What follows belongs to an exercise in optimizing a design on an open flow for small area; a production flow would make more cautious choices.
Where RTL was checked, it was by simulation tests only, not by an equivalence proof against the original.

== run a ==
==> flow/design.v <==
module te_aoi222 (
   input  logic a0, b0, a1, b1, a2, b2,
   output logic y
);
   assign y = ~((a0 & b0) | (a1 & b1) | (a2 & b2));
endmodule
module te_nand2 (
   input  logic a, b,
   output logic y
);
   assign y = ~(a & b);
endmodule
module te_and7 (
   input  logic [6:0] a,
   output logic       y
);
   assign y = &a;
endmodule
module te_rdbit (
   input  logic [15:0] mn,
   input  logic [15:0] sel,
   input  logic        v,
   output logic        y
);
   logic [5:0] g;
   for (genvar j = 0; j < 5; j++) begin : g_aoi
      te_aoi222 u_aoi (
         .a0(sel[3*j]),   .b0(mn[3*j]),
         .a1(sel[3*j+1]), .b1(mn[3*j+1]),
         .a2(sel[3*j+2]), .b2(mn[3*j+2]),
         .y (g[j])
      );
   end
   te_nand2 u_nand (.a(sel[15]), .b(mn[15]), .y(g[5]));
   te_and7 u_and (.a({v, g}), .y(y));
endmodule
module te_dec16 (
   input  logic        en,
   input  logic [3:0]  a,
   output logic [15:0] y
);
   always_comb begin
      for (int i = 0; i < 16; i++) begin
         y[i] = en && (a == 4'(i));
      end
   end
endmodule
module timestamp_extract #(
   parameter logic [11:0] SYNC_VLAN_ID = 12'h05A,
   parameter int          FIFO_DEPTH   = 16,
   parameter int          NUM_SLOTS    = 3
) (
   input  logic                        axis_aclk,
   input  logic                        axis_areset,
   input  logic                        i_axis_tvalid,
   input  logic [511:0]                i_axis_tdata,
   input  logic [63:0]                 i_axis_tkeep,
   input  logic                        i_axis_tlast,
   input  logic                        i_axis_tready,
   input  logic [63:0]                 i_curr_tick,
   output logic                        o_rec_valid,
   input  logic                        i_rec_ready,
   output logic [161:0]                o_rec_data,
   output logic                        o_rec_last,
   output logic [$clog2(FIFO_DEPTH):0] o_fifo_level,
   output logic                        o_sync_seen,
   output logic [31:0]                 o_rec_count,
   output logic [31:0]                 o_drop_count
);
   localparam int AW = 4;
   localparam int LW = 5;
   localparam int RW = 163;
   logic          state_mid;
   logic          beat_acc;
   logic          sync_beat;
   logic          busy;
   logic          capture;
   logic          drop_busy;
   logic [2:0]    occ_mask;
   logic [2:0]    pend_mask;
   logic [2:0]    rem_mask;
   logic [95:0]   slot_q [3];
   logic [95:0]   cur_slot_n;
   logic [1:0]    cur_idx;
   logic [63:0]   rx_tick_q;
   logic [RW-1:0] push_n;
   logic [RW-1:0] mem_n [16];
   logic [RW-1:0] rd_word;
   logic [15:0]   wr_sel;
   logic [15:0]   rd_sel;
   logic [AW-1:0] wr_ptr;
   logic [AW-1:0] rd_ptr;
   logic [LW-1:0] fifo_level;
   logic          full;
   logic          pop;
   logic          wr_en;
   logic          drop_full;
   logic          sel0, sel1, sel2;
   assign beat_acc  = i_axis_tvalid & i_axis_tready;
   assign sync_beat = beat_acc && !state_mid
                      && (i_axis_tdata[103:96] == 8'h81) && (i_axis_tdata[111:104] == 8'h00)
                      && ({i_axis_tdata[115:112], i_axis_tdata[127:120]} == SYNC_VLAN_ID);
   assign busy      = |pend_mask;
   assign capture   = sync_beat & ~busy;
   assign drop_busy = sync_beat & busy;
   always_comb begin
      for (int k = 0; k < 3; k++) begin
         occ_mask[k] = (i_axis_tdata[144+96*k +: 32] != 32'hDEADBEEF)
                       && (&i_axis_tkeep[18+12*k +: 12]);
      end
   end
   assign sel0 = pend_mask[0];
   assign sel1 = ~pend_mask[0] & pend_mask[1];
   assign sel2 = ~pend_mask[0] & ~pend_mask[1];
   for (genvar b = 0; b < 96; b++) begin : g_cur
      te_aoi222 u_cur (
         .a0(sel0), .b0(slot_q[0][b]),
         .a1(sel1), .b1(slot_q[1][b]),
         .a2(sel2), .b2(slot_q[2][b]),
         .y (cur_slot_n[b])
      );
   end
   assign cur_idx  = {sel2, sel1};
   assign rem_mask = {pend_mask[2] & ~sel2, pend_mask[1] & ~sel1, 1'b0};
   assign push_n   = {~cur_idx, cur_slot_n, ~rx_tick_q, (rem_mask != 3'b000)};
   assign full      = fifo_level[AW];
   assign pop       = o_rec_valid & i_rec_ready;
   assign wr_en     = busy & (~full | pop);
   assign drop_full = busy & full & ~pop;
   te_dec16 u_wdec (.en(wr_en), .a(wr_ptr), .y(wr_sel));
   te_dec16 u_rdec (.en(1'b1),  .a(rd_ptr), .y(rd_sel));
   for (genvar b = 0; b < RW; b++) begin : g_rd
      logic [15:0] col;
      for (genvar i = 0; i < 16; i++) begin : g_col
         assign col[i] = mem_n[i][b];
      end
      te_rdbit u_rd (.mn(col), .sel(rd_sel), .v(o_rec_valid), .y(rd_word[b]));
   end
   assign o_rec_valid  = (fifo_level != '0);
   assign o_rec_data   = rd_word[RW-1:1];
   assign o_rec_last   = rd_word[0];
   assign o_fifo_level = fifo_level;
   always_ff @(posedge axis_aclk) begin
      for (int i = 0; i < 16; i++) begin
         if (wr_sel[i]) begin
            mem_n[i] <= push_n;
         end
      end
   end
   always_ff @(posedge axis_aclk) begin
      if (capture) begin
         rx_tick_q <= i_curr_tick;
         for (int k = 0; k < 3; k++) begin
            slot_q[k] <= i_axis_tdata[144+96*k +: 96];
         end
      end
   end
   always_ff @(posedge axis_aclk or posedge axis_areset) begin
      if (axis_areset) begin
         state_mid    <= 1'b0;
         pend_mask    <= '0;
         o_sync_seen  <= 1'b0;
         wr_ptr       <= '0;
         rd_ptr       <= '0;
         fifo_level   <= '0;
         o_rec_count  <= '0;
         o_drop_count <= '0;
      end else begin
         if (beat_acc) begin
            state_mid <= ~i_axis_tlast;
         end
         o_sync_seen <= capture;
         if (capture) begin
            pend_mask <= occ_mask;
         end else if (busy) begin
            pend_mask <= rem_mask;
         end
         if (wr_en) begin
            wr_ptr <= wr_ptr + AW'(1);
         end
         if (pop) begin
            rd_ptr <= rd_ptr + AW'(1);
         end
         case ({wr_en, pop})
            2'b10:   fifo_level <= fifo_level + LW'(1);
            2'b01:   fifo_level <= fifo_level - LW'(1);
            default: fifo_level <= fifo_level;
         endcase
         if (wr_en && (o_rec_count != '1)) begin
            o_rec_count <= o_rec_count + 32'd1;
         end
         if (drop_busy | drop_full) begin
            if (o_drop_count[31:1] == '1) begin
               o_drop_count <= '1;
            end else begin
               o_drop_count <= o_drop_count + {30'd0, drop_busy & drop_full, drop_busy ^ drop_full};
            end
         end
      end
   end
endmodule
clock: 6.0 ns
lec_check: 0
cap_margin: 20
core_margin: 2
core_utilization: 65
slew_margin: 20
synth_hierarchical: 1
synth_minimum_keep_size: 0
standard.sh (not shown) runs the stock make flow with config.mk's settings and CLKGATE_MAP_FILE= SYNTH_SCRIPT=/design/flow/synth_recipe.tcl, a recipe that flattens the netlist after the stock synthesis.
==> flow/flow/run.sh <==
#!/bin/bash
# The standard layout, with single-drive port buffers and a clock tree of clkbuf_8
# clusters of up to 16 flops (no dummy loads). ORFS output goes to standard_flow.log here,
# and each step's full log to orfs/logs/.
set -euo pipefail
export BUFFER_PORTS_ARGS="-buffer_cell sky130_fd_sc_hd__buf_1"
export CTS_ARGS="-sink_clustering_enable -repair_clock_nets -dont_use_dummy_load -buf_list {sky130_fd_sc_hd__clkbuf_8} -sink_clustering_size 16 -sink_clustering_max_diameter 60"
bash standard.sh > standard_flow.log 2>&1
Run a went all the way through the flow, and no timing, DRC or antenna check failed.
Changes in run b relative to run a:
--- a/flow/design.v
+++ b/flow/design.v
@@ -145,15 +145,16 @@
          if (wr_sel[i]) begin
             mem_n[i] <= push_n;
          end
       end
    end
    always_ff @(posedge axis_aclk) begin
+      slot_q[0] <= i_axis_tdata[144 +: 96];
       if (capture) begin
          rx_tick_q <= i_curr_tick;
-         for (int k = 0; k < 3; k++) begin
+         for (int k = 1; k < 3; k++) begin
             slot_q[k] <= i_axis_tdata[144+96*k +: 96];
          end
       end
    end
    always_ff @(posedge axis_aclk or posedge axis_areset) begin
       if (axis_areset) begin
==> comparison <==
Delta (run b minus run a): global-route usage over all layers rose 0.99 points, setup slack moved up.
The area growth from synthesis to layout in run b sits 0.36 points above the value recorded for run a.
Going from run a to run b, the final instance area was found to have gone down by 690 um^2.
On worst reg-to-reg setup slack, the lower figure sits with run b, not run a.
Going from run a to run b, the met3 global-route usage was found to have gone up by 0.59 points.
Function not checked in run a: the RTL went through the layout flow alone.

## re-timing with driven ports
The results above use ideal ports. As a check the final layouts listed here were re-extracted and re-timed, cells and wires unchanged.
Step 1 assumes that a clkbuf_16 drives the clock port and a buf_2 every other input.
Step 2, shift: input delay + t, output delay - t, t = (earliest + latest rising clock arrival at the registers) / 2. This alone moves slack from input paths to output paths.
a / b / c = ideal ports / drivers / drivers and shift; a / b = the first two.
run	t, ns	setup WS [ns]	pins driven straight from the clock port
run a	1.064	0.283 / 0.187 / 1.143	1
run b	1.048	0.448 / 0.352 / 0.693	1
After both steps every run listed still meets setup and hold.
